From an optimization exercise on the open Yosys and OpenROAD flow, aimed at small area, a short achievable clock period and few clock cycles; shortcuts taken in it are not production practice. At most, simulation tests tie the RTL to the original design; equivalence was not proved. The RTL of run 4 was laid out without a check of its function. No activity file was given, so power comes from the tool's default toggle rates.

## design/flow/flow/run.sh

```bash
#!/bin/bash
# Standard layout (the standard.sh), with the timing repair aimed at a
# shorter period than the clock's and plain buffers on the ports.  The clock
# and constraints are the design's.
export SETUP_SLACK_MARGIN=5.5
export BUFFER_PORTS_ARGS="-buffer_cell sky130_fd_sc_hd__buf_2"
bash standard.sh > standard.log 2>&1
```

## design/flow/standard.sh

```bash
#!/bin/bash
# synth_recipe.tcl (not shown) runs the flow's synth.tcl, then flattens the netlist and writes it again
# the make line also repeats each setting of config.mk as NAME=value (left out here)
make -C /OpenROAD-flow-scripts/flow DESIGN_CONFIG=/design/flow/config.mk WORK_HOME=/design/flow/orfs CLKGATE_MAP_FILE= SYNTH_SCRIPT=/design/flow/synth_recipe.tcl "${@:-finish}"
```

## design/flow/config.mk

```make
export PLATFORM = sky130hd
export DESIGN_NAME = bf16_dual_lane_dot_product
export DESIGN_NICKNAME = bf16_dual_lane_dot_product
export VERILOG_FILES = /design/flow/design.v
export SDC_FILE = /design/flow/constraint.sdc
export NUM_CORES = 4
export LEC_CHECK = 0
export ABC_AREA = 1
export CAP_MARGIN = 20
export CORE_MARGIN = 2
export CORE_UTILIZATION = 40
export SLEW_MARGIN = 20
export TNS_END_PERCENT = 30
```

## design/flow/constraint.sdc

```tcl
create_clock -name core_clock -period 10.5 [get_ports {clock}]
set_input_delay 2.1000 -clock core_clock [delete_from_list [all_inputs] [get_ports {clock}]]
set_output_delay 2.1000 -clock core_clock [all_outputs]
set_load 0.01 [all_outputs]
```

## design/flow/design.v

```verilog
package bfdp_pkg;
   localparam logic [15:0] BF_NAN = 16'h7F81;
   localparam logic [15:0] BF_INF = 16'h7F80;
   localparam logic [10:0] BIAS   = 11'd127;
   typedef struct packed {
      logic pair_valid;
      logic last;
   } ctl_type;
   function automatic logic [17:0] cadd8(input logic [7:0] a, input logic [7:0] b);
      logic [7:0] g, p, gg, pp, g2, p2, g4, p4;
      logic [8:0] s0, s1;
      g = a & b;
      p = a ^ b;
      gg = g; pp = p;
      for (int i = 0; i < 8; i++) begin
         if (i % 2 == 1) begin
            gg[i] = g[i] | (p[i] & g[i-1]);
            pp[i] = p[i] & p[i-1];
         end
      end
      g2 = gg; p2 = pp;
      for (int i = 0; i < 8; i++) begin
         if (i % 4 >= 2) begin
            g2[i] = gg[i] | (pp[i] & gg[(i/4)*4+1]);
            p2[i] = pp[i] & pp[(i/4)*4+1];
         end
      end
      g4 = g2; p4 = p2;
      for (int i = 4; i < 8; i++) begin
         g4[i] = g2[i] | (p2[i] & g2[3]);
         p4[i] = p2[i] & p2[3];
      end
      s0[0] = p[0];
      s1[0] = ~p[0];
      for (int i = 1; i < 8; i++) begin
         s0[i] = p[i] ^ g4[i-1];
         s1[i] = p[i] ^ (g4[i-1] | p4[i-1]);
      end
      s0[8] = g4[7];
      s1[8] = g4[7] | p4[7];
      cadd8 = {s1, s0};
   endfunction
   function automatic logic [8:0] add8(input logic [7:0] a, input logic [7:0] b,
                                       input logic cin);
      logic [17:0] t;
      t = cadd8(a, b);
      add8 = cin ? t[17:9] : t[8:0];
   endfunction
   function automatic logic [15:0] bf_pack(input logic s, input logic signed [10:0] e,
                                           input logic [7:0] m);
      logic [15:0] r;
      if (e <= 0) r = {s, 15'd0};
      else if (e >= 255) r = {s, BF_INF[14:0]};
      else r = {s, e[7:0], m[6:0]};
      bf_pack = r;
   endfunction
   function automatic logic [15:0] bf_mul(input logic [15:0] x, input logic [15:0] y);
      logic              s;
      logic [7:0]        ex;
      logic [7:0]        ey;
      logic [15:0]       p;
      logic [7:0]        m;
      logic signed [10:0] e;
      logic [15:0]       r;
      s  = x[15] ^ y[15];
      ex = x[14:7];
      ey = y[14:7];
      p  = {1'b1, x[6:0]} * {1'b1, y[6:0]};
      e  = $signed({3'd0, ex} + {3'd0, ey} - BIAS);
      if (p[15]) begin
         m = p[15:8];
         e = e + 11'sd1;
      end else begin
         m = p[14:7];
      end
      if ((ex == 8'hFF && x[6:0] != 7'd0) || (ey == 8'hFF && y[6:0] != 7'd0)) r = BF_NAN;
      else if (ex == 8'hFF || ey == 8'hFF) r = (ex == 8'd0 || ey == 8'd0) ? BF_NAN :
                                              {s, BF_INF[14:0]};
      else if (ex == 8'd0 || ey == 8'd0) r = {s, 15'd0};
      else r = bf_pack(s, e, m);
      bf_mul = r;
   endfunction
   function automatic logic [15:0] bf_add(input logic [15:0] x, input logic [15:0] y);
      logic [7:0]         ex;
      logic [7:0]         ey;
      logic [7:0]         ma;
      logic [7:0]         mb;
      logic [7:0]         d;
      logic [8:0]         sum;
      logic [9:0]         rnd;
      logic               s;
      logic signed [10:0] e;
      logic [2:0]         pos;
      logic [7:0]         m;
      logic [15:0]        r;
      ex = x[14:7];
      ey = y[14:7];
      ma = {1'b1, x[6:0]};
      mb = {1'b1, y[6:0]};
      if (ex >= ey) begin
         d  = ex - ey;
         mb = (d >= 8'd8) ? 8'd0 : (mb >> d[2:0]);
         e  = $signed({3'd0, ex});
      end else begin
         d  = ey - ex;
         ma = (d >= 8'd8) ? 8'd0 : (ma >> d[2:0]);
         e  = $signed({3'd0, ey});
      end
      if (x[15] == y[15]) begin
         sum = {1'b0, ma} + {1'b0, mb};
         s   = x[15];
      end else if (ma >= mb) begin
         sum = {1'b0, ma - mb};
         s   = x[15];
      end else begin
         sum = {1'b0, mb - ma};
         s   = y[15];
      end
      pos = 3'd0;
      for (int i = 0; i < 8; i++) begin
         if (sum[i]) pos = 3'(i);
      end
      rnd = {1'b0, sum} + 10'd1;
      if (sum[8]) begin
         if (rnd[9]) begin
            m = 8'h80;
            e = e + 11'sd2;
         end else begin
            m = rnd[8:1];
            e = e + 11'sd1;
         end
      end else begin
         m = sum[7:0] << (3'd7 - pos);
         e = e - $signed({8'd0, 3'd7 - pos});
      end
      if ((ex == 8'hFF && x[6:0] != 7'd0) || (ey == 8'hFF && y[6:0] != 7'd0)) r = BF_NAN;
      else if (ex == 8'hFF && ey == 8'hFF) r = (x[15] != y[15]) ? BF_NAN : x;
      else if (ex == 8'hFF) r = x;
      else if (ey == 8'hFF) r = y;
      else if (ex == 8'd0 && ey == 8'd0) r = {x[15] & y[15], 15'd0};
      else if (ex == 8'd0) r = y;
      else if (ey == 8'd0) r = x;
      else if (sum == 9'd0) r = 16'd0;
      else r = bf_pack(s, e, m);
      bf_add = r;
   endfunction
endpackage
module bfdp_lane (
   input  logic        clock,
   input  logic        kill,
   input  logic [15:0] a,
   input  logic [15:0] b,
   output logic [15:0] product,
   output logic [8:0]  esum,
   output logic        carry
);
   localparam logic [1:0] C_NORM = 2'd0, C_ZERO = 2'd1, C_INF = 2'd2, C_NAN = 2'd3;
   logic       s1_s;
   logic [8:0] s1_esum;
   logic [1:0] s1_cls;
   logic [6:0] s1_ma, s1_mb;
   logic [15:0] product_ff;
   logic [7:0] ea, eb;
   logic       nan_a, nan_b, inf_a, inf_b, z_a, z_b;
   logic [1:0] cls_in;
   assign ea = a[14:7];
   assign eb = b[14:7];
   assign inf_a = (ea == 8'hFF);
   assign inf_b = (eb == 8'hFF);
   assign nan_a = inf_a && (a[6:0] != 7'd0);
   assign nan_b = inf_b && (b[6:0] != 7'd0);
   assign z_a   = (ea == 8'd0);
   assign z_b   = (eb == 8'd0);
   always_comb begin
      if (kill) cls_in = C_ZERO;
      else if (nan_a || nan_b || (inf_a && z_b) || (z_a && inf_b)) cls_in = C_NAN;
      else if (inf_a || inf_b) cls_in = C_INF;
      else if (z_a || z_b) cls_in = C_ZERO;
      else cls_in = C_NORM;
   end
   always_ff @(posedge clock) begin
      s1_s    <= kill | (a[15] ^ b[15]);
      s1_esum <= {1'b0, ea} + {1'b0, eb};
      s1_cls  <= cls_in;
      s1_ma   <= a[6:0];
      s1_mb   <= b[6:0];
   end
   logic [15:0] p;
   logic        c;
   logic [6:0]  m;
   logic        z0, z1, i0, i1;
   logic [7:0]  e;
   logic [15:0] prod_in;
   bfdp_mul8 u_mul (.a(s1_ma), .b(s1_mb), .p(p[15:7]));
   assign p[6:0] = 7'd0;
   assign c  = p[15];
   assign m  = c ? p[14:8] : p[13:7];
   assign z0 = (s1_esum <= 9'd127);
   assign z1 = (s1_esum <= 9'd126);
   assign i0 = (s1_esum >= 9'd382);
   assign i1 = (s1_esum >= 9'd381);
   logic [7:0]  e0, e1;
   assign e0 = s1_esum[7:0] + 8'h81;
   assign e1 = s1_esum[7:0] + 8'h82;
   assign e  = c ? e1 : e0;
   always_comb begin
      case (s1_cls)
         C_NAN:  prod_in = 16'h7F81;
         C_INF:  prod_in = {s1_s, 15'h7F80};
         C_ZERO: prod_in = {s1_s, 15'd0};
         default: begin
            if (c ? z1 : z0) prod_in = {s1_s, 15'd0};
            else if (c ? i1 : i0) prod_in = {s1_s, 15'h7F80};
            else prod_in = {s1_s, e, m};
         end
      endcase
   end
   always_ff @(posedge clock) product_ff <= prod_in;
   assign product = product_ff;
   assign esum    = s1_esum;
   assign carry   = c;
endmodule
module bfdp_mul8 (
   input  logic [6:0] a,
   input  logic [6:0] b,
   output logic [15:7] p
);
   logic pp_0_0;
   logic pp_0_1;
   logic pp_0_2;
   logic pp_0_3;
   logic pp_0_4;
   logic pp_0_5;
   logic pp_0_6;
   logic pp_1_0;
   logic pp_1_1;
   logic pp_1_2;
   logic pp_1_3;
   logic pp_1_4;
   logic pp_1_5;
   logic pp_1_6;
   logic pp_2_0;
   logic pp_2_1;
   logic pp_2_2;
   logic pp_2_3;
   logic pp_2_4;
   logic pp_2_5;
   logic pp_2_6;
   logic pp_3_0;
   logic pp_3_1;
   logic pp_3_2;
   logic pp_3_3;
   logic pp_3_4;
   logic pp_3_5;
   logic pp_3_6;
   logic pp_4_0;
   logic pp_4_1;
   logic pp_4_2;
   logic pp_4_3;
   logic pp_4_4;
   logic pp_4_5;
   logic pp_4_6;
   logic pp_5_0;
   logic pp_5_1;
   logic pp_5_2;
   logic pp_5_3;
   logic pp_5_4;
   logic pp_5_5;
   logic pp_5_6;
   logic pp_6_0;
   logic pp_6_1;
   logic pp_6_2;
   logic pp_6_3;
   logic pp_6_4;
   logic pp_6_5;
   logic pp_6_6;
   logic s1;
   logic c2;
   logic s3;
   logic c4;
   logic s5;
   logic c6;
   logic s7;
   logic c8;
   logic s9;
   logic c10;
   logic s11;
   logic c12;
   logic s13;
   logic c14;
   logic s15;
   logic c16;
   logic s17;
   logic c18;
   logic s19;
   logic c20;
   logic s21;
   logic c22;
   logic s23;
   logic c24;
   logic s25;
   logic c26;
   logic s27;
   logic c28;
   logic s29;
   logic c30;
   logic s31;
   logic c32;
   logic s33;
   logic c34;
   logic s35;
   logic c36;
   logic s37;
   logic c38;
   logic s39;
   logic c40;
   logic s41;
   logic c42;
   logic s43;
   logic c44;
   logic s45;
   logic c46;
   logic s47;
   logic c48;
   logic s49;
   logic c50;
   logic s51;
   logic c52;
   logic s53;
   logic c54;
   logic s55;
   logic c56;
   logic s57;
   logic c58;
   logic s59;
   logic c60;
   logic s61;
   logic c62;
   logic s63;
   logic c64;
   logic s65;
   logic c66;
   logic s67;
   logic c68;
   logic s69;
   logic c70;
   logic s71;
   logic c72;
   logic s73;
   logic c74;
   logic s75;
   logic c76;
   logic s77;
   logic c78;
   logic s79;
   logic c80;
   logic s81;
   logic c82;
   logic s83;
   logic c84;
   logic [15:0] ra, rb;
   assign pp_0_0 = a[0] & b[0];
   assign pp_0_1 = a[1] & b[0];
   assign pp_0_2 = a[2] & b[0];
   assign pp_0_3 = a[3] & b[0];
   assign pp_0_4 = a[4] & b[0];
   assign pp_0_5 = a[5] & b[0];
   assign pp_0_6 = a[6] & b[0];
   assign pp_1_0 = a[0] & b[1];
   assign pp_1_1 = a[1] & b[1];
   assign pp_1_2 = a[2] & b[1];
   assign pp_1_3 = a[3] & b[1];
   assign pp_1_4 = a[4] & b[1];
   assign pp_1_5 = a[5] & b[1];
   assign pp_1_6 = a[6] & b[1];
   assign pp_2_0 = a[0] & b[2];
   assign pp_2_1 = a[1] & b[2];
   assign pp_2_2 = a[2] & b[2];
   assign pp_2_3 = a[3] & b[2];
   assign pp_2_4 = a[4] & b[2];
   assign pp_2_5 = a[5] & b[2];
   assign pp_2_6 = a[6] & b[2];
   assign pp_3_0 = a[0] & b[3];
   assign pp_3_1 = a[1] & b[3];
   assign pp_3_2 = a[2] & b[3];
   assign pp_3_3 = a[3] & b[3];
   assign pp_3_4 = a[4] & b[3];
   assign pp_3_5 = a[5] & b[3];
   assign pp_3_6 = a[6] & b[3];
   assign pp_4_0 = a[0] & b[4];
   assign pp_4_1 = a[1] & b[4];
   assign pp_4_2 = a[2] & b[4];
   assign pp_4_3 = a[3] & b[4];
   assign pp_4_4 = a[4] & b[4];
   assign pp_4_5 = a[5] & b[4];
   assign pp_4_6 = a[6] & b[4];
   assign pp_5_0 = a[0] & b[5];
   assign pp_5_1 = a[1] & b[5];
   assign pp_5_2 = a[2] & b[5];
   assign pp_5_3 = a[3] & b[5];
   assign pp_5_4 = a[4] & b[5];
   assign pp_5_5 = a[5] & b[5];
   assign pp_5_6 = a[6] & b[5];
   assign pp_6_0 = a[0] & b[6];
   assign pp_6_1 = a[1] & b[6];
   assign pp_6_2 = a[2] & b[6];
   assign pp_6_3 = a[3] & b[6];
   assign pp_6_4 = a[4] & b[6];
   assign pp_6_5 = a[5] & b[6];
   assign pp_6_6 = a[6] & b[6];
   assign s1 = pp_0_6 ^ pp_1_5;
   assign c2 = pp_0_6 & pp_1_5;
   assign s3 = b[0] ^ pp_1_6 ^ pp_2_5;
   assign c4 = (b[0] & pp_1_6) | (b[0] & pp_2_5) | (pp_1_6 & pp_2_5);
   assign s5 = pp_3_4 ^ pp_4_3;
   assign c6 = pp_3_4 & pp_4_3;
   assign s7 = b[1] ^ pp_2_6 ^ pp_3_5;
   assign c8 = (b[1] & pp_2_6) | (b[1] & pp_3_5) | (pp_2_6 & pp_3_5);
   assign s9 = pp_4_4 ^ pp_5_3;
   assign c10 = pp_4_4 & pp_5_3;
   assign s11 = b[2] ^ pp_3_6 ^ pp_4_5;
   assign c12 = (b[2] & pp_3_6) | (b[2] & pp_4_5) | (pp_3_6 & pp_4_5);
   assign s13 = pp_0_4 ^ pp_1_3;
   assign c14 = pp_0_4 & pp_1_3;
   assign s15 = pp_0_5 ^ pp_1_4 ^ pp_2_3;
   assign c16 = (pp_0_5 & pp_1_4) | (pp_0_5 & pp_2_3) | (pp_1_4 & pp_2_3);
   assign s17 = pp_3_2 ^ pp_4_1;
   assign c18 = pp_3_2 & pp_4_1;
   assign s19 = s1 ^ pp_2_4 ^ pp_3_3;
   assign c20 = (s1 & pp_2_4) | (s1 & pp_3_3) | (pp_2_4 & pp_3_3);
   assign s21 = pp_4_2 ^ pp_5_1 ^ pp_6_0;
   assign c22 = (pp_4_2 & pp_5_1) | (pp_4_2 & pp_6_0) | (pp_5_1 & pp_6_0);
   assign s23 = c2 ^ s3 ^ s5;
   assign c24 = (c2 & s3) | (c2 & s5) | (s3 & s5);
   assign s25 = pp_5_2 ^ pp_6_1 ^ a[0];
   assign c26 = (pp_5_2 & pp_6_1) | (pp_5_2 & a[0]) | (pp_6_1 & a[0]);
   assign s27 = c4 ^ c6 ^ s7;
   assign c28 = (c4 & c6) | (c4 & s7) | (c6 & s7);
   assign s29 = s9 ^ pp_6_2 ^ a[1];
   assign c30 = (s9 & pp_6_2) | (s9 & a[1]) | (pp_6_2 & a[1]);
   assign s31 = c8 ^ c10 ^ s11;
   assign c32 = (c8 & c10) | (c8 & s11) | (c10 & s11);
   assign s33 = pp_5_4 ^ pp_6_3 ^ a[2];
   assign c34 = (pp_5_4 & pp_6_3) | (pp_5_4 & a[2]) | (pp_6_3 & a[2]);
   assign s35 = c12 ^ b[3] ^ pp_4_6;
   assign c36 = (c12 & b[3]) | (c12 & pp_4_6) | (b[3] & pp_4_6);
   assign s37 = pp_5_5 ^ pp_6_4 ^ a[3];
   assign c38 = (pp_5_5 & pp_6_4) | (pp_5_5 & a[3]) | (pp_6_4 & a[3]);
   assign s39 = b[4] ^ pp_5_6 ^ pp_6_5;
   assign c40 = (b[4] & pp_5_6) | (b[4] & pp_6_5) | (pp_5_6 & pp_6_5);
   assign s41 = pp_0_3 ^ pp_1_2;
   assign c42 = pp_0_3 & pp_1_2;
   assign s43 = s13 ^ pp_2_2 ^ pp_3_1;
   assign c44 = (s13 & pp_2_2) | (s13 & pp_3_1) | (pp_2_2 & pp_3_1);
   assign s45 = c14 ^ s15 ^ s17;
   assign c46 = (c14 & s15) | (c14 & s17) | (s15 & s17);
   assign s47 = c16 ^ c18 ^ s19;
   assign c48 = (c16 & c18) | (c16 & s19) | (c18 & s19);
   assign s49 = c20 ^ c22 ^ s23;
   assign c50 = (c20 & c22) | (c20 & s23) | (c22 & s23);
   assign s51 = c24 ^ c26 ^ s27;
   assign c52 = (c24 & c26) | (c24 & s27) | (c26 & s27);
   assign s53 = c28 ^ c30 ^ s31;
   assign c54 = (c28 & c30) | (c28 & s31) | (c30 & s31);
   assign s55 = c32 ^ c34 ^ s35;
   assign c56 = (c32 & c34) | (c32 & s35) | (c34 & s35);
   assign s57 = c36 ^ c38 ^ s39;
   assign c58 = (c36 & c38) | (c36 & s39) | (c38 & s39);
   assign s59 = c40 ^ b[5] ^ pp_6_6;
   assign c60 = (c40 & b[5]) | (c40 & pp_6_6) | (b[5] & pp_6_6);
   assign s61 = pp_0_2 ^ pp_1_1;
   assign c62 = pp_0_2 & pp_1_1;
   assign s63 = s41 ^ pp_2_1 ^ pp_3_0;
   assign c64 = (s41 & pp_2_1) | (s41 & pp_3_0) | (pp_2_1 & pp_3_0);
   assign s65 = c42 ^ s43 ^ pp_4_0;
   assign c66 = (c42 & s43) | (c42 & pp_4_0) | (s43 & pp_4_0);
   assign s67 = c44 ^ s45 ^ pp_5_0;
   assign c68 = (c44 & s45) | (c44 & pp_5_0) | (s45 & pp_5_0);
   assign s69 = c46 ^ s47 ^ s21;
   assign c70 = (c46 & s47) | (c46 & s21) | (s47 & s21);
   assign s71 = c48 ^ s49 ^ s25;
   assign c72 = (c48 & s49) | (c48 & s25) | (s49 & s25);
   assign s73 = c50 ^ s51 ^ s29;
   assign c74 = (c50 & s51) | (c50 & s29) | (s51 & s29);
   assign s75 = c52 ^ s53 ^ s33;
   assign c76 = (c52 & s53) | (c52 & s33) | (s53 & s33);
   assign s77 = c54 ^ s55 ^ s37;
   assign c78 = (c54 & s55) | (c54 & s37) | (s55 & s37);
   assign s79 = c56 ^ s57 ^ a[4];
   assign c80 = (c56 & s57) | (c56 & a[4]) | (s57 & a[4]);
   assign s81 = c58 ^ s59 ^ a[5];
   assign c82 = (c58 & s59) | (c58 & a[5]) | (s59 & a[5]);
   assign s83 = c60 ^ b[6] ^ a[6];
   assign c84 = (c60 & b[6]) | (c60 & a[6]) | (b[6] & a[6]);
   assign ra = {1'b0, c84, c82, c80, c78, c76, c74, c72, c70, c68, c66, c64, c62, s61, pp_0_1, pp_0_0};
   assign rb = {1'b0, 1'b1, s83, s81, s79, s77, s75, s73, s71, s69, s67, s65, s63, pp_2_0, pp_1_0, 1'b0};
   logic [15:0] sum;
   assign sum = ra + rb;
   assign p = sum[15:7];
endmodule
module bfdp_add (
   input  logic [15:0] x,
   input  logic [15:0] y,
   input  logic [8:0]  d,
   input  logic        xz,
   output logic [15:0] r,
   output logic        base_y,
   output logic        inc,
   output logic        dec,
   output logic        near,
   output logic [2:0]  lz,
   output logic [7:0]  lead
);
   logic       sx, sy, sub;
   logic [7:0] ex, ey, mx, my;
   assign sx  = x[15];
   assign sy  = y[15];
   assign ex  = x[14:7];
   assign ey  = y[14:7];
   assign mx  = {1'b1, x[6:0]};
   assign my  = {1'b1, y[6:0]};
   assign sub = sx ^ sy;
   logic       y_gt, d_p1, d_m1, d_eq, d_ge8, nd_ge8, is_near;
   logic [8:0] nd;
   assign y_gt   = d[8];
   assign nd     = ~d;                        
   assign d_eq   = (d == 9'd0);
   assign d_p1   = (d == 9'd1);
   assign d_m1   = (d == 9'h1FF);
   assign d_ge8  = (d[7:3] != 5'd0);          
   assign nd_ge8 = (nd[7:3] != 5'd0);         
   assign is_near = sub && (d_eq || d_p1 || d_m1);
   logic [7:0] my_sh, mx_sh, big, sml, yop, e_far;
   logic [8:0] f0, f1, e_p1, e_m1;
   assign my_sh = d_ge8  ? 8'd0 : (my >> d[2:0]);
   assign mx_sh = nd_ge8 ? 8'd0 : ({1'b0, mx[7:1]} >> nd[2:0]);
   assign big   = y_gt ? my : mx;
   assign sml   = y_gt ? mx_sh : my_sh;
   assign e_far = y_gt ? ey : ex;
   assign yop   = sml ^ {8{sub}};
   assign {f1, f0} = bfdp_pkg::cadd8(big, yop);    
   assign e_p1  = bfdp_pkg::add8(e_far, 8'h00, 1'b1);
   assign e_m1  = bfdp_pkg::add8(e_far, 8'hFF, 1'b0);
   logic [15:0] r_add, r_fsub;
   logic        s_fsub;
   assign r_add = !f0[8] ? {sx, e_far, f0[6:0]} :
                  (e_far == 8'd254) ? {sx, 15'h7F80} : {sx, e_p1[7:0], f1[7:1]};
   assign s_fsub = y_gt ? sy : sx;
   assign r_fsub = f1[7] ? {s_fsub, e_far, f1[6:0]} :
                   (e_far == 8'd1) ? {s_fsub, 15'd0} : {s_fsub, e_m1[7:0], f1[5:0], 1'b0};
   logic [7:0] na, nb, nmag, nnorm, e_near;
   logic [8:0] n0, n1;
   logic       n_ge, s_near;
   assign na = d_m1 ? my : mx;
   assign nb = d_p1 ? {1'b0, my[7:1]} : (d_m1 ? {1'b0, mx[7:1]} : my);
   assign {n1, n0} = bfdp_pkg::cadd8(na, ~nb);    
   assign n_ge   = n1[8];
   assign nmag   = n_ge ? n1[7:0] : ~n0[7:0];
   assign s_near = d_m1 ? sy : ((d_p1 || n_ge) ? sx : sy);
   assign e_near = d_m1 ? ey : ex;
   always_comb begin
      logic seen;
      seen = 1'b0;
      for (int k = 0; k < 8; k++) begin
         lead[k] = nmag[7-k] && !seen;
         seen = seen | nmag[7-k];
      end
   end
   always_comb begin
      lz = 3'd0;
      nnorm = 8'd0;
      for (int k = 0; k < 8; k++) begin
         if (lead[k]) lz = lz | 3'(k);
         if (lead[k]) nnorm = nnorm | (nmag << k);
      end
   end
   logic [2:0] e_lo;
   logic       bor, e_nl_pos;
   logic [4:0] eh, eh_m1;
   logic [7:0] e_nl;
   always_comb begin
      e_lo = 3'd0;
      bor  = 1'b0;
      for (int k = 0; k < 8; k++) begin
         if (lead[k]) e_lo = e_lo | (e_near[2:0] - 3'(k));
         if (lead[k] && (e_near[2:0] < 3'(k))) bor = 1'b1;
      end
   end
   assign eh    = e_near[7:3];
   assign eh_m1 = eh - 5'd1;
   assign e_nl  = {bor ? eh_m1 : eh, e_lo};
   assign e_nl_pos = (eh != 5'd0) || (!bor && e_lo != 3'd0);
   logic [15:0] r_near;
   assign r_near = (nmag == 8'd0) ? 16'd0 :
                   !e_nl_pos ? {s_near, 15'd0} : {s_near, e_nl, nnorm[6:0]};
   logic nan_x, nan_y, inf_x, inf_y, z_x, z_y;
   assign inf_x = (ex == 8'hFF) && !xz;
   assign inf_y = (ey == 8'hFF);
   assign nan_x = inf_x && (x[6:0] != 7'd0);
   assign nan_y = inf_y && (y[6:0] != 7'd0);
   assign z_x   = (ex == 8'd0) || xz;
   assign z_y   = (ey == 8'd0);
   logic special;
   assign special = nan_x || nan_y || inf_x || inf_y || z_x || z_y;
   logic sel_nan, sel_x, sel_y, sel_z, sel_add, sel_fsub, sel_near;
   assign sel_nan  = nan_x || nan_y || (inf_x && inf_y && sub);
   assign sel_x    = !sel_nan && (inf_x || (z_y && !z_x));
   assign sel_y    = !sel_nan && !inf_x && (inf_y || (z_x && !z_y));
   assign sel_z    = !inf_x && !inf_y && z_x && z_y;
   assign sel_add  = !special && !sub;
   assign sel_fsub = !special && sub && !is_near;
   assign sel_near = !special && is_near;
   assign r = ({16{sel_nan}}  & 16'h7F81) |
              ({16{sel_x}}    & x) |
              ({16{sel_y}}    & y) |
              ({16{sel_z}}    & {sx & sy & !xz, 15'd0}) |
              ({16{sel_add}}  & r_add) |
              ({16{sel_fsub}} & r_fsub) |
              ({16{sel_near}} & r_near);
   assign base_y = special ? sel_y : (is_near ? d_m1 : y_gt);
   assign inc    = !special && !sub && f0[8];
   assign dec    = !special && sub && !is_near && !f1[7];
   assign near   = !special && is_near;
endmodule
module bf16_dual_lane_dot_product (
   input  logic        clock,
   input  logic        reset,
   input  logic        req_valid,
   output logic        req_ready,
   input  logic [15:0] req_a_first,
   input  logic [15:0] req_b_first,
   input  logic [15:0] req_a_second,
   input  logic [15:0] req_b_second,
   input  logic        req_pair_valid,
   input  logic        req_last,
   output logic        rsp_valid,
   input  logic        rsp_ready,
   output logic [15:0] rsp_sum
);
   logic        accept;
   logic        s1_valid_ff, s1_last_ff;
   logic        s2_valid_ff, s2_last_ff;
   logic        s3_valid_ff, s3_last_ff;
   logic        s4_valid_ff, s4_last_ff;
   logic [15:0] prod_first, prod_second;
   logic [8:0]  esum_first, esum_second;
   logic        carry_first, carry_second;
   logic [8:0]  pdiff_ff;
   logic [15:0] term_in, term3_ff, term4_ff;
   logic [15:0] acc_ff, acc_in;
   logic [8:0]  diff_ff, diff_in;
   logic        fresh_ff;
   logic        ready_ff;
   logic        rsp_valid_ff, q1_valid_ff;
   logic [15:0] rsp_sum_ff, q1_ff;
   logic        res_valid, deq, head_free;
   logic        rsp_valid_in, q1_valid_in;
   logic [2:0]  pending;
   assign accept = req_valid && req_ready && !reset;
   bfdp_lane u_lane_first (
      .clock(clock), .kill(1'b0), .a(req_a_first), .b(req_b_first),
      .product(prod_first), .esum(esum_first), .carry(carry_first)
   );
   bfdp_lane u_lane_second (
      .clock(clock), .kill(!req_pair_valid), .a(req_a_second), .b(req_b_second),
      .product(prod_second), .esum(esum_second), .carry(carry_second)
   );
   logic [9:0] ed, ed_p1, ed_m1;
   assign ed    = {1'b0, esum_first} - {1'b0, esum_second};
   assign ed_p1 = ed + 10'd1;
   assign ed_m1 = ed - 10'd1;
   always_ff @(posedge clock) begin
      if (carry_first && !carry_second) pdiff_ff <= ed_p1[8:0];
      else if (!carry_first && carry_second) pdiff_ff <= ed_m1[8:0];
      else pdiff_ff <= ed[8:0];
   end
   logic       m_by, m_inc, m_dec, m_near;
   logic [2:0] m_lz;
   logic [7:0] m_lead;
   bfdp_add u_merge (
      .x(prod_first), .y(prod_second), .d(pdiff_ff), .xz(1'b0), .r(term_in),
      .base_y(m_by), .inc(m_inc), .dec(m_dec), .near(m_near), .lz(m_lz),
      .lead(m_lead)
   );
   logic       a_by, a_inc, a_dec, a_near;
   logic [2:0] a_lz;
   logic [7:0] a_lead;
   bfdp_add u_acc (
      .x(acc_ff), .y(term4_ff), .d(diff_ff), .xz(fresh_ff), .r(acc_in),
      .base_y(a_by), .inc(a_inc), .dec(a_dec), .near(a_near), .lz(a_lz),
      .lead(a_lead)
   );
   logic [8:0] q_a, q_t, qb, qb_p1, qb_m1;
   logic [3:0] ql;   
   logic [5:0] qh_m1;
   logic [8:0] qn;
   assign q_a   = bfdp_pkg::add8(acc_ff[14:7], ~term3_ff[14:7], 1'b1) ^ 9'h100;
   assign q_t   = bfdp_pkg::add8(term4_ff[14:7], ~term3_ff[14:7], 1'b1) ^ 9'h100;
   assign qb    = a_by ? q_t : q_a;
   assign qb_p1 = qb + 9'd1;
   assign qb_m1 = qb - 9'd1;
   always_comb begin
      ql = 4'd0;
      for (int k = 0; k < 8; k++) begin
         if (a_lead[k]) ql = ql | ({1'b0, qb[2:0]} - 4'(k));
      end
   end
   assign qh_m1 = qb[8:3] - 6'd1;
   assign qn    = {ql[3] ? qh_m1 : qb[8:3], ql[2:0]};
   always_comb begin
      if (a_inc) diff_in = qb_p1;
      else if (a_dec) diff_in = qb_m1;
      else if (a_near) diff_in = qn;
      else diff_in = qb;
   end
   assign res_valid = s4_valid_ff && s4_last_ff;
   assign deq       = rsp_valid_ff && rsp_ready;
   assign head_free = !rsp_valid_ff || deq;
   assign rsp_valid_in = head_free ? (q1_valid_ff || res_valid) : 1'b1;
   assign q1_valid_in  = head_free ? (q1_valid_ff && res_valid) : (q1_valid_ff || res_valid);
   assign pending = {2'b0, rsp_valid_in} + {2'b0, q1_valid_in} +
                    {2'b0, accept && req_last} + {2'b0, s1_valid_ff && s1_last_ff} +
                    {2'b0, s2_valid_ff && s2_last_ff} + {2'b0, s3_valid_ff && s3_last_ff};
   assign req_ready = ready_ff || !req_last;
   always_ff @(posedge clock) begin
      term3_ff <= term_in;
      term4_ff <= s3_valid_ff ? term3_ff : 16'h8000;
      acc_ff   <= acc_in;
      diff_ff  <= diff_in;
      if (head_free) rsp_sum_ff <= q1_valid_ff ? q1_ff : acc_in;
      if (res_valid && (!head_free || q1_valid_ff)) q1_ff <= acc_in;
      s1_last_ff <= req_last;
      s2_last_ff <= s1_last_ff;
      s3_last_ff <= s2_last_ff;
      s4_last_ff <= s3_last_ff;
      if (reset) begin
         s1_valid_ff  <= 1'b0;
         s2_valid_ff  <= 1'b0;
         s3_valid_ff  <= 1'b0;
         s4_valid_ff  <= 1'b0;
         fresh_ff     <= 1'b1;
         ready_ff     <= 1'b1;
         rsp_valid_ff <= 1'b0;
         q1_valid_ff  <= 1'b0;
      end else begin
         s1_valid_ff  <= accept;
         s2_valid_ff  <= s1_valid_ff;
         s3_valid_ff  <= s2_valid_ff;
         s4_valid_ff  <= s3_valid_ff;
         if (s4_valid_ff) fresh_ff <= s4_last_ff;
         ready_ff     <= (pending <= 3'd1);
         rsp_valid_ff <= rsp_valid_in;
         q1_valid_ff  <= q1_valid_in;
      end
   end
   assign rsp_valid = rsp_valid_ff;
   assign rsp_sum   = rsp_sum_ff;
endmodule
```

==> impl_metrics.ini, run 1 <==
[global_routing]
grt_remaining_overflow = 0
grt_usage = 0.226
grt_pass1_wl_um = 95400
grt_pass1_vias = 18900
antenna_found_initial = 0
grt_max_degree = 43

[yosys]
ys_ff_latch = 194
synthesis.area_um2 = 20100
synthCells = 3035
synth-edff-count = 32
syn_avg_cell_area_um2 = 6.64
ys_top_cells_by_area = dfxtp_1 (16%), nand2_1 (14%), ha_1 (10%)
synth_ff_type = dfxtp_1
synth_fp_nets = 3360
synthArstFlopShare = 0
synth_area_leader_cell = dfxtp_1
seq_area_frac_synth = 0.209
ys_warn_count = 3
ys_types = 65
synth_top_area_frac = 0.161

[worst_setup_path]
crit_path_end_kind = flop
arrival_ns = 5.42
cp.required_ns = 10.92
crit_path_max_fanout = 7
critPathKind = flop to flop
critPathLaunchType = flop

[flow_run]
cap_violations = 0

[sta]
layout_setup_ws_ns = 5.50
maxSlewViolCount = 0
setup_viol_count_final = 0
whs_ns = 0.354
finalHoldViolations = 0
skew_ns = 0.0289
max_freq_mhz = 200
rsz0062_at_grt = true
tightest_slew_ns = 0.857
finalSetupTns_ns = 0
fin_crit_ns = 5.00
slew_headroom = 0.428
finalCritPeriodShare = 0.476

[floorplan]
start_util = 0.403
num_rows = 82
dieWidth_um = 228
dieArea_um2 = 52200
core_um2 = 50000
io_pins = 88
die-height_um = 228

[clock_network]
cts_max_path_buffers = 2
clk_pin_slew_ns = 0.08
cts_tree = yes
cts_num_sinks = 194
clockRootBuffer = clkbuf_16
holdBufCountCts = 0
clock_latency_ns = 0.51
cts_made_buffers = 17
cts_max_level = 4

[layout]
regArea_um2 = 4260
drive_above_1_share = 0.118
nets = 3462
final_common_cell = nand2_1
final_area_um2 = 22700
num-fill-cells = 5193
mostFrequentLayoutCells = nand2_1 (750), inv_1 (542), nor2_1 (244), o21ai_0 (204), ha_1 (160)
diodes = 0
areaGrowthSynthToFinish_pct = 12.6
multi_input_area_um2 = 14000

[power_and_ir_drop]
power.leakage_nw = 11.5
powerDensity_nw_per_um2 = 274
peakVddDrop_uv = 158

[drt]
wirelength_um = 59300
vias = 19800
routed_via_density = 5.17
dr.pass1.iters = 5
drcViolationCount = 0
wl_per_cell_um = 15.5
antenna_violating_nets_post_route = 0
first_iter_violations = 1442

[placed_design]
placed_area_um2 = 21200
post-place-ws_ns = 4.41
dp_hpwl_um = 47600
place.gp.congestion = 0.956
port_buffers = 87

[worst_hold_path]
hold_class = flop to flop

[run_status]
status = no timing/DRC/antenna violations
## metrics by stage
stage	std cells	util	power [mW]
final	3822	0.454	6.21
after global routing	3822	0.454	6.86
after CTS	3788	0.441	5.92
after detailed placement	3747	0.425	5.14
after global placement	3747	0.425	5.12
after floorplan	3035	-	4.19
## critical path, cell delays in order (launching register included)
cell and delay (ns):
dfxtp_4 0.37, nand2_1 0.08, inv_2 0.04, fa_1 0.54
inv_2 0.04, fa_1 0.49, inv_2 0.04, fa_1 0.53
fa_1 0.46, ha_4 0.30, inv_1 0.06, nor3_4 0.22
nand3_2 0.13, nand3_4 0.10, nand2_2 0.06, nand2_2 0.07
nand2_1 0.05, nand2_1 0.10, nand2_2 0.10, nand2_4 0.13
clkinv_8 0.08, nor2_4 0.13, nand4_1 0.17, nor2_2 0.19
nand2_1 0.09, o21ai_1 0.16, nand3_1 0.08, o21ai_1 0.10
## cell usage after synthesis (19+ instances only)
library cell / count
a21oi_1: 111
clkbuf_1: 39
o211ai_1: 19
nor2_1: 255
xnor2_1: 25
nand2_1: 772
ha_1: 167
nor4_1: 26
xor2_1: 77
o21ai_0: 219
inv_1: 556
dfxtp_1: 162
edfxtp_1: 32
nor3_1: 55
o22ai_1: 36
fa_1: 88
nand4_1: 33
nand3_1: 114
## repair_timing
action                     4_1_cts  5_1_grt
cloned                           2        2
pin swaps                        8       35
setup endpoints to repair      110      108
setup buffers                    7       32
gates resized for setup         48      115
## routing by layer
layer	track usage	up-vias	wire, um
met5	0	-	0
li1	-	9952	-
met3	0.0312	122	2700
met4	0.107	0	2510
met2	0.398	609	29100
met1	0.270	9095	25100
## sequential cells by signal (all words and copies together), names as in the netlist, 2 cells and up
name	flops
acc_ff	16
q1_ff	16
u_lane_second.s1_mb	7
u_lane_first.s1_mb	7
diff_ff	9
u_lane_second.product_ff	16
term4_ff	16
u_lane_second.s1_ma	7
pdiff_ff	9
u_lane_first.s1_esum	9
u_lane_first.product_ff	16
u_lane_first.s1_cls	2
u_lane_second.s1_cls	2
u_lane_second.s1_esum	9
u_lane_first.s1_ma	7
rsp_sum_ff	16
term3_ff	16
## worst paths after layout
check	from	to	slack [ns]	cells past startpoint
max reg2reg	u_lane_second.s1_mb[2]	pdiff_ff[7]	5.50	27
min reg2reg	s3_last_ff	s4_last_ff	0.35	0
min	s3_last_ff	s4_last_ff	0.35	0
max	u_lane_second.s1_mb[2]	pdiff_ff[7]	5.50	27
## report_power, final
part	internal [mW]	leakage, nW	switching (mW)	total (mW)
Combinational	1.56	9.51	2.90	4.46
Sequential	0.905	1.69	0.160	1.07
Clock	0.325	0.288	0.365	0.689
Total	2.79	11.5	3.43	6.21
## cell families after synthesis
group	count (synthesis)	share of synthesized area
XOR/XNOR	102	0.0443
multiplexers	4	0.00205
AND/OR/NAND/NOR	1341	0.287
AO/OA/AOI/OAI	508	0.148
buffers and inverters	631	0.119
flip-flops	194	0.209
adder cells (fa/ha/maj)	255	0.191
## final cells by class
type | instances | area share
Clock buffer | 18 | 0.0189
Sequential cell | 194 | 0.188
Inverter | 578 | 0.0967
Timing Repair Buffer | 132 | 0.0347
Tap cell | 672 | 0.0371
Timing Repair inverter | 1 | 0.000221
Clock inverter | 14 | 0.00772
Multi-Input combinational cell | 2213 | 0.617
Testbench counts, summed over its fixed seeds: cycles 40,230.
==> run 2, diff against run 1 <==
==> design/flow/flow/run.sh (replaced) <==
#!/bin/bash
# Standard layout (the standard.sh), with the timing repair aimed at a
# shorter period than the clock's and plain buffers on the ports.  The clock
# and constraints are the design's.
export SETUP_SLACK_MARGIN=6
export BUFFER_PORTS_ARGS="-buffer_cell sky130_fd_sc_hd__buf_2"
bash standard.sh > standard.log 2>&1
==> run 2 against run 1 <==
Still clean on timing, DRC and antenna; setup slack better by 0.25 ns; global-route usage hardly changed; critical path depth stayed put; maximum frequency is 5.2% higher; critical path type unchanged; synthesized cell count stayed put; non-clock buffer count is 47 higher; final cell count is 1.3% higher; first-iteration DRC count is 3.2% lower; critical endpoint unchanged; die area stayed put; final area is 3.6% higher; count of clock-buffer cells in the layout is 1 lower; sequential cell count stayed put.
==> impl_metrics.ini, run 2 <==
[global_routing]
grt_remaining_overflow = 0
grt_usage = 0.226
grt_max_degree = 43
grt_pass1_wl_um = 96200
grt_pass1_vias = 19200
antenna_found_initial = 0

[sta]
skew_ns = 0.0220
finalSetupTns_ns = 0
finalCritPeriodShare = 0.453
whs_ns = 0.356
finalHoldViolations = 0
max_freq_mhz = 210
layout_setup_ws_ns = 5.75
tightest_slew_ns = 0.936
maxSlewViolCount = 0
setup_viol_count_final = 0
rsz0062_at_grt = true
fin_crit_ns = 4.75
slew_headroom = 0.370

[placed_design]
post-place-ws_ns = 4.97
dp_hpwl_um = 46700
place.gp.congestion = 0.944
port_buffers = 87

[floorplan]
dieWidth_um = 228
num_rows = 82
start_util = 0.403
io_pins = 88
dieArea_um2 = 52200
die-height_um = 228
core_um2 = 50000

[layout]
final_util = 0.471
mostFrequentLayoutCells = nand2_1 (734), inv_1 (533), nor2_1 (235), o21ai_0 (183), ha_1 (157)
drive_above_1_share = 0.151
diodes = 0
nets = 3511
final_common_cell = nand2_1
areaGrowthSynthToFinish_pct = 16.7

[drt]
dr.pass1.iters = 6
antenna_violating_nets_post_route = 0
wl_per_cell_um = 15.3
vias = 20000
drcViolationCount = 0
first_iter_violations = 1396
wirelength_um = 59400
routed_via_density = 5.16

[yosys]
ys_types = 65
synth_area_leader_cell = dfxtp_1
ys_top_cells_by_area = dfxtp_1 (16%), nand2_1 (14%), ha_1 (10%)
synthCells = 3035
synth_ff_type = dfxtp_1
synth_common_cells = nand2_1 (772), inv_1 (556), nor2_1 (255), o21ai_0 (219), ha_1 (167)
synthesis.area_um2 = 20100
synth-xor-area-share = 0.0443
synth_fp_nets = 3360
syn_avg_cell_area_um2 = 6.64
seq_area_frac_synth = 0.209
synth-adder-area-share = 0.191
ys_warn_count = 3
synthArstFlopShare = 0
synth-compound-area-share = 0.148
synth_top_family_by_area = simple AND/OR/NAND/NOR gates
ys_ff_latch = 194
yosysMostFrequentCell = nand2_1
synth_top_area_frac = 0.161
synth-edff-count = 32
yosys.area_share.simple = 0.287
synthMuxAreaShare = 0.00205

[worst_setup_path]
max_stage_delay_ns = 0.54
arrival_ns = 5.18
crit_path_end_kind = flop
worst-path-buf-inv = 4
slowest_stage = fa_1
cp.required_ns = 10.93
cp_top_family = adder cells
rrSetupSlack_ns = 5.75
critPathLaunchType = flop
crit_path_max_fanout = 6
critPathKind = flop to flop

[clock_network]
clk_pin_slew_ns = 0.09
clock_latency_ns = 0.51
cts_max_path_buffers = 2
clockRootBuffer = clkbuf_16
cts_num_sinks = 194
cts_tree = yes
cts_max_level = 4
holdBufCountCts = 0
cts_made_buffers = 17

[power_and_ir_drop]
peakVddDrop_uv = 146
power.leakage_nw = 11.8
total_power_mw = 6.56
powerDensity_nw_per_um2 = 279

[worst_hold_path]
hold_class = flop to flop

[run_status]
status = no timing/DRC/antenna violations

[flow_run]
cap_violations = 0
==> run 2: cell counts after synthesis <==
Identical to the previous run, type by type.
==> run 2: per-stage QoR <==
step | cells | instance area, um^2
finish | 3871 | 23500
global route | 3871 | 23500
CTS | 3820 | 22700
detailed placement | 3747 | 21400
global placement | 3747 | 21400
floorplan | 3035 | 20300
==> run 2: path summary, 6_finish.rpt <==
kind,from,endpoint,depth (start not counted)
setup / recovery,u_lane_second.s1_ma[5],pdiff_ff[7],27
hold reg to reg,s2_last_ff,s3_last_ff,0
setup reg to reg,u_lane_second.s1_ma[5],pdiff_ff[7],27
hold / removal,s2_last_ff,s3_last_ff,0
==> run 2: logic make-up after synthesis <==
group | Yosys count
flip-flops | 194
AO/OA/AOI/OAI | 508
multiplexers | 4
AND/OR/NAND/NOR | 1341
adder cells (fa/ha/maj) | 255
XOR/XNOR | 102
buffers and inverters | 631
==> run 2: timing repair <==
item	CTS	global route
gates resized for setup	120	128
buffers inserted	38	46
pin swaps	34	55
setup endpoints to repair	114	112
cloned	3	5
==> run 2: where the power goes <==
group | leakage (nW) | total (mW) | internal [mW] | switching, mW
logic | 9.85 | 4.79 | 1.72 | 3.08
registers | 1.69 | 1.06 | 0.906 | 0.150
clock network | 0.305 | 0.715 | 0.334 | 0.381
==> run 2: final cells by class <==
class | count | area (um^2)
fill | 5047 | 26500
multi-input combinational | 2216 | 14300
sequential | 194 | 4270
inverter | 578 | 2210
timing repair buffer | 179 | 1200
tap | 672 | 841
clock buffer | 17 | 425
clock inverter | 15 | 219
==> run 2: worst register-to-register path, stage by stage, from the launching register on <==
cell and delay [ns]:
dfxtp_4 0.38, nand2_2 0.06, inv_2 0.04, fa_1 0.54
inv_2 0.04, fa_1 0.51, inv_2 0.04, fa_1 0.52
fa_1 0.46, ha_4 0.31, nand2_4 0.06, nor3_4 0.19
nand3_2 0.10, nand3_2 0.12, nand2_2 0.06, nand2_2 0.07
nand2_2 0.06, nand2_4 0.07, nand2_4 0.07, nand2_8 0.11
inv_8 0.05, nor2_4 0.12, nand4_1 0.16, nor2_2 0.17
nand2_1 0.08, o21ai_1 0.15, nand3_1 0.09, o21ai_1 0.08
==> run 2: metal layers <==
layer  vias up  wire length, um  global-route usage
met2       553            29300               0.403
met3       140             2640              0.0314
met5         -                0                   0
met4         0             2550               0.101
met1      9216            24900               0.269
li1      10100                -                   -
==> run 3, diff against run 2 <==
--- a/design/flow/config.mk
+++ b/design/flow/config.mk
@@ -5,7 +5,7 @@
 export SDC_FILE = /design/flow/constraint.sdc
 export NUM_CORES = 4
 export LEC_CHECK = 0
-export ABC_AREA = 1
+export ABC_AREA = 0
 export CAP_MARGIN = 20
 export CORE_MARGIN = 2
 export CORE_UTILIZATION = 40
==> run 3 against run 2 <==
Die area shrank 3.7%; still clean on timing, DRC and antenna; setup slack got worse by 0.37 ns; final cell count is 19% lower; largest cell class unchanged; total power up 16%; count of clock-buffer cells in the layout did not move; final area grew 2.7%; clock skew fell by 0.0079 ns; global-route usage is 0.54 points higher.
==> impl_metrics.ini, run 3 <==
[placed_design]
dp_hpwl_um = 43900
place.gp.congestion = 0.904
port_buffers = 87

[yosys]
synthArstFlopShare = 0
synth_top_area_frac = 0.167
ys_ff_latch = 194
ys_warn_count = 3
yosysMostFrequentCell = inv_1
syn_avg_cell_area_um2 = 8.50
ys_types = 92
synth_ff_type = dfxtp_1
synthesis.area_um2 = 19400
seq_area_frac_synth = 0.217
ys_top_cells_by_area = dfxtp_1 (17%), ha_1 (11%), fa_1 (9.1%)
synth_fp_nets = 2606
synth-edff-count = 32
synth_common_cells = inv_1 (182), nand2_1 (178), ha_1 (167), dfxtp_1 (162), nor2_1 (161)
synth_area_leader_cell = dfxtp_1
synthCells = 2281

[layout]
mostFrequentLayoutCells = inv_1 (173), nand2_1 (168), ha_1 (149), nor2_1 (143), buf_4 (136)
drive_above_1_share = 0.250
num-fill-cells = 4493
final_util = 0.505
diodes = 0
areaGrowthSynthToFinish_pct = 24.5
regArea_um2 = 4280
final_common_cell = inv_1
multi_input_area_um2 = 15900
nets = 2819

[global_routing]
grt_pass1_vias = 17900
grt_pass1_wl_um = 93400
grt_remaining_overflow = 0
grt_usage = 0.231
antenna_found_initial = 0
grt_max_degree = 26

[drt]
wirelength_um = 59500
dr.pass1.iters = 6
antenna_violating_nets_post_route = 0
drcViolationCount = 0
routed_via_density = 5.86
wl_per_cell_um = 19.0
first_iter_violations = 1424
vias = 18300

[floorplan]
start_util = 0.405
dieArea_um2 = 50300
dieWidth_um = 224
num_rows = 80
io_pins = 88
core_um2 = 47800
die-height_um = 224

[clock_network]
cts_num_sinks = 194
clockRootBuffer = clkbuf_16
holdBufCountCts = 0
clock_latency_ns = 0.49
cts_max_level = 4
cts_made_buffers = 17
cts_tree = yes
clk_pin_slew_ns = 0.08
cts_max_path_buffers = 2

[power_and_ir_drop]
power.leakage_nw = 10.3
pwr-share-comb = 0.765
powerDensity_nw_per_um2 = 316
sequentialPowerShare = 0.147
netSwitchingPower_mw = 3.85
swShare = 0.505
total_power_mw = 7.63
pwr-share-clk = 0.088
peakVddDrop_uv = 196
p_int_mw = 3.77

[sta]
skew_ns = 0.0142
whs_ns = 0.353
tightest_slew_ns = 1.07
max_freq_mhz = 195
finalHoldViolations = 0
finalSetupTns_ns = 0
fin_crit_ns = 5.12
setup_viol_count_final = 0
rsz0062_at_grt = true
maxSlewViolCount = 0
slew_headroom = 0.282
finalCritPeriodShare = 0.488

[worst_setup_path]
arrival_ns = 5.45
critPathKind = flop to flop
crit_path_max_fanout = 9
crit_path_end_kind = flop
cp.required_ns = 10.83
critPathLaunchType = flop

[run_status]
status = no timing/DRC/antenna violations

[worst_hold_path]
hold_class = flop to flop

[flow_run]
cap_violations = 0
run 3: power groups by stage:
stage | sequential (mW) | clock [mW] | combinational (mW)
detailed placement | 1.17 | 0 | 4.39
CTS | 1.14 | 0.694 | 5.02
floorplan | 1.02 | 0 | 3.53
global placement | 1.17 | 0 | 4.36
finish | 1.12 | 0.669 | 5.83
global route | 1.14 | 0.713 | 6.31
run 3: area by class of cell:
cell class | count | share of cell area
multi-input combinational | 1841 | 0.659
sequential | 194 | 0.177
timing repair buffer | 255 | 0.0780
tap | 615 | 0.0319
inverter | 185 | 0.0291
clock buffer | 17 | 0.0176
clock inverter | 15 | 0.00726
run 3: layer usage:
| layer | global-route usage | routed length [um] | vias up | part of all wire |
|---|---|---|---|---|
| met5 | 0 | 0 | - | 0 |
| met4 | 0.108 | 2480 | 0 | 0.042 |
| met3 | 0.0380 | 3070 | 148 | 0.052 |
| met2 | 0.403 | 29500 | 605 | 0.50 |
| met1 | 0.278 | 24400 | 8796 | 0.41 |
| li1 | - | - | 8743 | - |
run 3: kinds of logic after synthesis:
group / count (synthesis) / share of synthesized area
compound gates: 601 / 0.213
xor+xnor: 124 / 0.0560
fa+ha+maj: 255 / 0.199
buf+inv: 250 / 0.0493
flops: 194 / 0.217
mux: 132 / 0.0761
simple gates: 725 / 0.190
run 3: metrics by stage:
| step | worst slack (ns) | instance area (um^2) | std cells |
|---|---|---|---|
| final | 5.38 | 24100 | 3122 |
| after global routing | 5.18 | 24100 | 3122 |
| after CTS | 5.43 | 22700 | 3024 |
| after detailed placement | 3.29 | 20700 | 2925 |
| after global placement | 3.52 | 20700 | 2925 |
| after floorplan | 5.18 | 19800 | 2281 |
run 3: repair_timing:
item | 4_1_cts | 5_1_grt
pin swaps | 36 | 77
setup buffers | 64 | 91
setup endpoints to repair | 114 | 114
resized for setup | 185 | 141
cloned | 3 | 7
run 3: final timing paths:
path                            slack (ns)        endpoint  startpoint  cells past startpoint
worst min-delay path                  0.35      s2_last_ff  s1_last_ff                      0
worst max-delay path                  5.38  rsp_sum_ff[11]  diff_ff[8]                     21
worst max register to register        5.38  rsp_sum_ff[11]  diff_ff[8]                     21
worst min register to register        0.35      s2_last_ff  s1_last_ff                      0
run 3: critical path, cell delays in order (launching register included):
cell and delay, ns:
dfxtp_4 0.36, buf_12 0.13, buf_4 0.13, nor2_2 0.20
nand4_1 0.14, buf_4 0.19, nor2b_4 0.14, a221oi_4 0.31
ha_4 0.27, and4_1 0.21, a211o_4 0.36, a41o_2 0.35
a211o_1 0.35, o211ai_4 0.15, and4b_4 0.38, buf_12 0.13
nand2_4 0.05, a32oi_4 0.31, nor4_4 0.09, buf_12 0.16
or4_1 0.46, o211ai_1 0.09
==> run 4, diff against run 3 <==
--- a/design/flow/design.v
+++ b/design/flow/design.v
@@ -187,14 +187,11 @@
    end
    logic [15:0] p;
    logic        c;
-   logic [6:0]  m;
    logic        z0, z1, i0, i1;
-   logic [7:0]  e;
    logic [15:0] prod_in;
    bfdp_mul8 u_mul (.a(s1_ma), .b(s1_mb), .p(p[15:7]));
    assign p[6:0] = 7'd0;
    assign c  = p[15];
-   assign m  = c ? p[14:8] : p[13:7];
    assign z0 = (s1_esum <= 9'd127);
    assign z1 = (s1_esum <= 9'd126);
    assign i0 = (s1_esum >= 9'd382);
@@ -202,19 +199,19 @@
    logic [7:0]  e0, e1;
    assign e0 = s1_esum[7:0] + 8'h81;
    assign e1 = s1_esum[7:0] + 8'h82;
-   assign e  = c ? e1 : e0;
+   logic [15:0] cand0, cand1;
    always_comb begin
       case (s1_cls)
-         C_NAN:  prod_in = 16'h7F81;
-         C_INF:  prod_in = {s1_s, 15'h7F80};
-         C_ZERO: prod_in = {s1_s, 15'd0};
+         C_NAN:  begin cand0 = 16'h7F81;           cand1 = 16'h7F81; end
+         C_INF:  begin cand0 = {s1_s, 15'h7F80};   cand1 = {s1_s, 15'h7F80}; end
+         C_ZERO: begin cand0 = {s1_s, 15'd0};      cand1 = {s1_s, 15'd0}; end
          default: begin
-            if (c ? z1 : z0) prod_in = {s1_s, 15'd0};
-            else if (c ? i1 : i0) prod_in = {s1_s, 15'h7F80};
-            else prod_in = {s1_s, e, m};
+            cand0 = z0 ? {s1_s, 15'd0} : i0 ? {s1_s, 15'h7F80} : {s1_s, e0, p[13:7]};
+            cand1 = z1 ? {s1_s, 15'd0} : i1 ? {s1_s, 15'h7F80} : {s1_s, e1, p[14:8]};
          end
       endcase
    end
+   assign prod_in = c ? cand1 : cand0;
    always_ff @(posedge clock) product_ff <= prod_in;
    assign product = product_ff;
    assign esum    = s1_esum;
--- a/design/flow/config.mk
+++ b/design/flow/config.mk
@@ -5,7 +5,7 @@
 export SDC_FILE = /design/flow/constraint.sdc
 export NUM_CORES = 4
 export LEC_CHECK = 0
-export ABC_AREA = 0
+export ABC_AREA = 1
 export CAP_MARGIN = 20
 export CORE_MARGIN = 2
 export CORE_UTILIZATION = 40
==> run 4 against run 3 <==
Sequential power hardly changed; critical path depth is 16 lower; via count is 13% higher; final area is 1.0% higher; clock skew is 0.0012 ns higher; register-to-register slack better by 0.66 ns; core utilization is 2.6 points lower; count of clock-buffer cells in the layout stayed put; combinational power is 7.5% lower; clock power is 8.1% higher; area after synthesis is 5.8% higher; critical path type is now input pin to output pin; critical endpoint is now req_ready.
==> impl_metrics.ini, run 4 <==
[run_status]
status = no timing/DRC/antenna violations

[worst_setup_path]
slowest_stage = buf_2
cp_top_family = buffers and inverters
worst-path-buf-inv = 4
critical_path.cell_chain = buf_2 > inv_1 > nor2_2 > inv_1 > buf_2
max_stage_delay_ns = 0.13
arrival_ns = 2.49
cp.required_ns = 8.40
critPathLaunchType = input pin
crit_path_max_fanout = 3
crit_path_end_kind = output pin
critPathKind = input pin to output pin

[yosys]
syn_avg_cell_area_um2 = 6.61
synth_common_cells = nand2_1 (794), inv_1 (557), nor2_1 (238), o21ai_0 (233), ha_1 (167)
ys_types = 64
ys_ff_latch = 194
ys_top_cells_by_area = dfxtp_1 (16%), nand2_1 (15%), inv_1 (10%)
synthCells = 3106
synth-edff-count = 32
synth_top_area_frac = 0.158
synth_ff_type = dfxtp_1
seq_area_frac_synth = 0.205
synthesis.area_um2 = 20500
synth_fp_nets = 3431
ys_warn_count = 3
synthArstFlopShare = 0
yosysMostFrequentCell = nand2_1
synth_area_leader_cell = dfxtp_1

[sta]
max_freq_mhz = 218
finalHoldViolations = 0
rsz0062_at_grt = true
finalSetupTns_ns = 0
fin_crit_ns = 4.59
maxSlewViolCount = 0
tightest_slew_ns = 1.04
slew_headroom = 0.297
finalCritPeriodShare = 0.437
setup_viol_count_final = 0
skew_ns = 0.0154

[power_and_ir_drop]
powerDensity_nw_per_um2 = 296
peakVddDrop_uv = 211
power.leakage_nw = 12.4
total_power_mw = 7.21

[placed_design]
dp_hpwl_um = 47600
port_buffers = 87
place.gp.congestion = 0.974

[clock_network]
clockRootBuffer = clkbuf_16
cts_tree = yes
cts_max_level = 4
cts_max_path_buffers = 2
clock_latency_ns = 0.50
cts_made_buffers = 17
cts_num_sinks = 194
clk_pin_slew_ns = 0.09

[floorplan]
dieArea_um2 = 53100
dieWidth_um = 230
die-height_um = 230
io_pins = 88
num_rows = 83
start_util = 0.402
core_um2 = 51000

[layout]
diodes = 0
nets = 3609
areaGrowthSynthToFinish_pct = 18.9
mostFrequentLayoutCells = nand2_1 (723), inv_1 (540), nor2_1 (212), o21ai_0 (207), ha_1 (159)
drive_above_1_share = 0.164
num-fill-cells = 5213
final_common_cell = nand2_1

[drt]
first_iter_violations = 1398
wirelength_um = 61700
drcViolationCount = 0
routed_via_density = 5.20
antenna_violating_nets_post_route = 0
dr.pass1.iters = 6
wl_per_cell_um = 15.5
vias = 20700

[global_routing]
grt_max_degree = 46
antenna_found_initial = 0
grt_pass1_vias = 19400
grt_remaining_overflow = 0
grt_pass1_wl_um = 98700
grt_usage = 0.229

[worst_hold_path]
hold_class = flop to flop

[flow_run]
cap_violations = 0
-- run 4: cell types whose count changed after synthesis, sizes merged, moves of 41 or more --
| cell | delta |
|---|---|
| nand3 | +88 |
| o21ai | +120 |
| mux2i | -60 |
| xnor2 | -47 |
| mux2 | -64 |
| inv | +389 |
| nor2 | +93 |
| xor2 | +41 |
| and2 | -96 |
| nand2 | +633 |
-- run 4: stage by stage --
stage | worst slack (ns) | hold WS [ns] | cells | util | cell area [um^2]
floorplan | 5.91 | 0.331 | 3106 | - | 20500
global placement | 4.95 | 0.338 | 3822 | 0.424 | 21600
detailed placement | 4.92 | 0.345 | 3822 | 0.424 | 21600
CTS | 5.83 | 0.362 | 3891 | 0.449 | 22900
global route | 5.71 | 0.375 | 3977 | 0.478 | 24400
finish | 5.91 | 0.358 | 3977 | 0.478 | 24400
-- run 4: per-layer routing --
layer / global-route usage / wire length [um] / vias to the layer above
li1: - / - / 10400
met1: 0.280 / 26100 / 9447
met2: 0.394 / 29800 / 686
met3: 0.0289 / 2950 / 164
met4: 0.116 / 2910 / 0
met5: 0 / 0 / -
-- run 4: layout make-up --
| cell class | count | area, um^2 | area share |
|---|---|---|---|
| clock inverters | 15 | 226 | 0.00928 |
| flip-flops and latches | 194 | 4280 | 0.175 |
| well taps | 680 | 851 | 0.0349 |
| repair buffers | 209 | 1450 | 0.0592 |
| inverters | 581 | 2220 | 0.0909 |
| multi-input cells | 2281 | 14900 | 0.613 |
| clock buffers | 17 | 425 | 0.0174 |
-- run 4: worst register-to-register path, cell delays in order (launching register included) --
cell and delay [ns]:
dfxtp_4 0.38, nand2_1 0.06, inv_1 0.05, fa_1 0.53, inv_1 0.05, fa_1 0.49
inv_2 0.04, fa_2 0.53, fa_1 0.45, ha_4 0.30, nand2_2 0.06, nor2_2 0.11
a21oi_2 0.10, o31ai_2 0.23, nand2_1 0.14, nand3_2 0.11, buf_12 0.15, clkinvlp_4 0.15
buf_4 0.17, o41ai_1 0.27
-- run 4: report_power, final --
part / switching, mW / internal, mW
clock network: 0.384 / 0.339
logic: 3.38 / 2.01
registers: 0.184 / 0.920
total: 3.95 / 3.27
-- run 4: worst paths after layout --
check                                             from                     endpoint  slack, ns  cells past startpoint
worst min register to register              s1_last_ff                   s2_last_ff       0.36                      0
worst min-delay path                        s1_last_ff                   s2_last_ff       0.36                      0
worst max-delay path                          req_last                    req_ready       5.91                      5
worst max register to register  u_lane_second.s1_ma[5]  u_lane_second.product_ff[2]       6.04                     19
-- run 4: timing repair --
action                                  4_1_cts  5_1_grt
endpoints found under the hold margin         0        0
pin swaps                                    15       94
cloned                                        5        4
buffers inserted                             32       82
hold buffers                                  0        0
endpoints found under the setup margin      108      114
resized for setup                            99      236
-- run 4: cells by family (layout without fill, tap and decap cells) --
group | after synthesis | in the layout | synth area share
simple gates | 1328 | 1335 | 0.276
buf+inv | 638 | 822 | 0.119
compound gates | 571 | 571 | 0.161
fa+ha+maj | 255 | 255 | 0.188
flops | 194 | 194 | 0.205
xor+xnor | 118 | 118 | 0.0504
mux | 2 | 2 | 0.000976
==> run 5, diff against run 4 <==
--- a/design/flow/design.v
+++ b/design/flow/design.v
@@ -687,13 +687,12 @@
       .base_y(a_by), .inc(a_inc), .dec(a_dec), .near(a_near), .lz(a_lz),
       .lead(a_lead)
    );
-   logic [8:0] q_a, q_t, qb, qb_p1, qb_m1;
+   logic [8:0] qb, qb_p1, qb_m1;
    logic [3:0] ql;   
    logic [5:0] qh_m1;
    logic [8:0] qn;
-   assign q_a   = bfdp_pkg::add8(acc_ff[14:7], ~term3_ff[14:7], 1'b1) ^ 9'h100;
-   assign q_t   = bfdp_pkg::add8(term4_ff[14:7], ~term3_ff[14:7], 1'b1) ^ 9'h100;
-   assign qb    = a_by ? q_t : q_a;
+   assign qb    = bfdp_pkg::add8(a_by ? term4_ff[14:7] : acc_ff[14:7], ~term3_ff[14:7], 1'b1) ^
+                  9'h100;
    assign qb_p1 = qb + 9'd1;
    assign qb_m1 = qb - 9'd1;
    always_comb begin
==> run 5 against run 4 <==
Final cell count shrank 2.1%; die area fell by 1.5%; non-clock buffer count fell by 9; sequential power is essentially flat; combinational power is 3.9% lower; clock power is essentially flat; setup slack improved by 0.0021 ns; total power down 2.5%; critical path depth unchanged; count of clock-buffer cells in the layout is the same; clock skew grew 0.0084 ns; sequential share of layout area increased by 0.12 points; critical path type unchanged; critical endpoint unchanged; highest routed layer unchanged.
==> impl_metrics.ini, run 5 <==
[layout]
diodes = 0
final_common_cell = nand2_1
areaGrowthSynthToFinish_pct = 19.9
num-fill-cells = 5043
final_area_um2 = 24200
drive_above_1_share = 0.173
mostFrequentLayoutCells = nand2_1 (705), inv_1 (533), o21ai_0 (200), nor2_1 (199), ha_1 (145)
nets = 3524

[floorplan]
die-height_um = 229
io_pins = 88
dieWidth_um = 229
num_rows = 82
dieArea_um2 = 52300
start_util = 0.404
core_um2 = 50000

[yosys]
synth_top_area_frac = 0.161
synthArstFlopShare = 0
synth_ff_type = dfxtp_1
synthCells = 3044
ys_ff_latch = 194
ys_top_cells_by_area = dfxtp_1 (16%), nand2_1 (14%), inv_1 (10%)
ys_types = 74
synth_common_cells = nand2_1 (758), inv_1 (550), nor2_1 (231), o21ai_0 (224), dfxtp_1 (162)
synth-edff-count = 32
syn_avg_cell_area_um2 = 6.63
synth_fp_nets = 3359
synthesis.area_um2 = 20200
ys_warn_count = 3
yosysMostFrequentCell = nand2_1
seq_area_frac_synth = 0.208
synth_area_leader_cell = dfxtp_1

[sta]
finalHoldViolations = 0
max_freq_mhz = 218
whs_ns = 0.358
rsz0062_at_grt = true
maxSlewViolCount = 0
finalSetupTns_ns = 0
fin_crit_ns = 4.59
tightest_slew_ns = 0.939
layout_setup_ws_ns = 5.91
finalCritPeriodShare = 0.437
setup_viol_count_final = 0
skew_ns = 0.0239
slew_headroom = 0.370

[worst_hold_path]
hold_class = flop to flop

[placed_design]
port_buffers = 87
place.gp.congestion = 0.973
placed_area_um2 = 21300
post-place-ws_ns = 4.45
dp_hpwl_um = 47800

[power_and_ir_drop]
pwr-share-comb = 0.737
p_int_mw = 3.12
pwr-share-clk = 0.103
swShare = 0.556
peakVddDrop_uv = 172
netSwitchingPower_mw = 3.91
sequentialPowerShare = 0.160
powerDensity_nw_per_um2 = 290
power.leakage_nw = 12.1

[worst_setup_path]
cp.required_ns = 8.40
r2r_cells = 30
crit_path_end_kind = output pin
endpoint = req_ready
timing.rr.start = diff_ff[7]
arrival_ns = 2.49
critPathLaunchType = input pin
cp-startpoint = req_last
critPathKind = input pin to output pin
crit_path_max_fanout = 2
rrSetupSlack_ns = 5.99
timing.rr.end = rsp_sum_ff[7]

[drt]
dr.pass1.iters = 6
first_iter_violations = 1445
wirelength_um = 63000
vias = 20700
wl_per_cell_um = 16.2
antenna_violating_nets_post_route = 0
routed_via_density = 5.31
drcViolationCount = 0

[clock_network]
cts_tree = yes
clk_pin_slew_ns = 0.09
cts_made_buffers = 17
cts_num_sinks = 194
cts_max_level = 4
cts_max_path_buffers = 2
clockRootBuffer = clkbuf_16
holdBufCountCts = 0
clock_latency_ns = 0.52

[global_routing]
grt_pass1_vias = 19700
grt_pass1_wl_um = 99900
grt_max_degree = 43
antenna_found_initial = 0
grt_remaining_overflow = 0
grt_usage = 0.235

[flow_run]
cap_violations = 0

[run_status]
status = no timing/DRC/antenna violations
run 5: what timing repair did:
action	4_1_cts	5_1_grt
setup endpoints to repair	111	99
cloned	6	5
buffers inserted	45	59
resized for setup	158	188
pin swaps	33	71
run 5: area by class of cell:
cell class	count	area (um^2)	share of cell area
multi-input cells	2227	14800	0.611
inverters	569	2170	0.0896
repair buffers	200	1490	0.0616
flip-flops and latches	194	4280	0.177
clock buffers	17	425	0.0176
well taps	672	841	0.0347
clock inverters	15	204	0.00842
run 5: worst min-delay path by stage:
stage               startpoint    endpoint  slack, ns  cells after the start
CTS                 s2_last_ff  s3_last_ff       0.37                      0
floorplan           s1_last_ff  s2_last_ff       0.33                      0
finish              s3_last_ff  s4_last_ff       0.36                      0
global route        s1_last_ff  s2_last_ff       0.37                      0
global placement    s3_last_ff  s4_last_ff       0.33                      0
detailed placement  s3_last_ff  s4_last_ff       0.35                      0
run 5: worst max-delay path, cell delays in order:
cell and delay [ns]:
buf_8 0.07, inv_2 0.03, nor2_2 0.11, inv_1 0.05, buf_2 0.13
run 5: kinds of logic after synthesis:
kind of cell / count (synthesis) / synth area share
buffers and inverters: 629 / 0.119
and+or+nand+nor: 1331 / 0.287
AOI/OAI and AO/OA: 544 / 0.157
DFF: 194 / 0.208
muxes: 2 / 0.00105
xor gates and xnor gates: 99 / 0.0429
adders and majority gates: 245 / 0.184
run 5: power by group through the flow:
stage / logic [mW] / clock network, mW / registers [mW]
global route: 5.74 / 0.767 / 1.14
detailed placement: 4.14 / 0 / 1.13
global placement: 4.09 / 0 / 1.13
CTS: 4.56 / 0.743 / 1.11
finish: 5.18 / 0.725 / 1.13
floorplan: 3.28 / 0 / 1.02
run 5: stage by stage:
stage / total power, mW / cells / util
final: 7.03 / 3894 / 0.485
after global placement: 5.22 / 3747 / 0.426
after detailed placement: 5.27 / 3747 / 0.426
after floorplan: 4.29 / 3044 / -
after global routing: 7.64 / 3894 / 0.485
after CTS: 6.41 / 3830 / 0.459
run 5: metal layers:
layer	GRT usage	routed length, um	up-vias	share of wire
met5	0	0	-	0
li1	-	-	10200	-
met1	0.274	25600	9654	0.41
met4	0.117	3020	0	0.048
met2	0.422	31500	659	0.50
met3	0.0297	2830	175	0.045
Testbench counts of run 5, summed over its fixed seeds: cycles 40,230.

[afterwards: timing with drivers on the ports]
The results above use ideal ports. As a check the final layouts listed here were re-extracted and re-timed, cells and wires unchanged.
Step 1 assumes that a clkbuf_16 drives the clock port and a buf_2 every other input.
Step 2 also shifts input and output timing later by t, the mid clock arrival at the registers, as if the neighbouring blocks saw the same clock.
Slacks: ideal / step 1 / step 2; pairs: ideal / step 1.
| run | t, ns | slack for setup (ns) |
|---|---|---|
| run 1 | 0.552 | 5.499 / 5.499 / 5.325 |
| run 2 | 0.554 | 5.748 / 5.748 / 5.509 |
| run 3 | 0.538 | 5.379 / 5.379 / 5.222 |
| run 4 | 0.552 | 5.911 / 5.892 / 5.513 |
| run 5 | 0.563 | 5.913 / 5.862 / 5.523 |
After both steps every run listed still meets setup and hold.
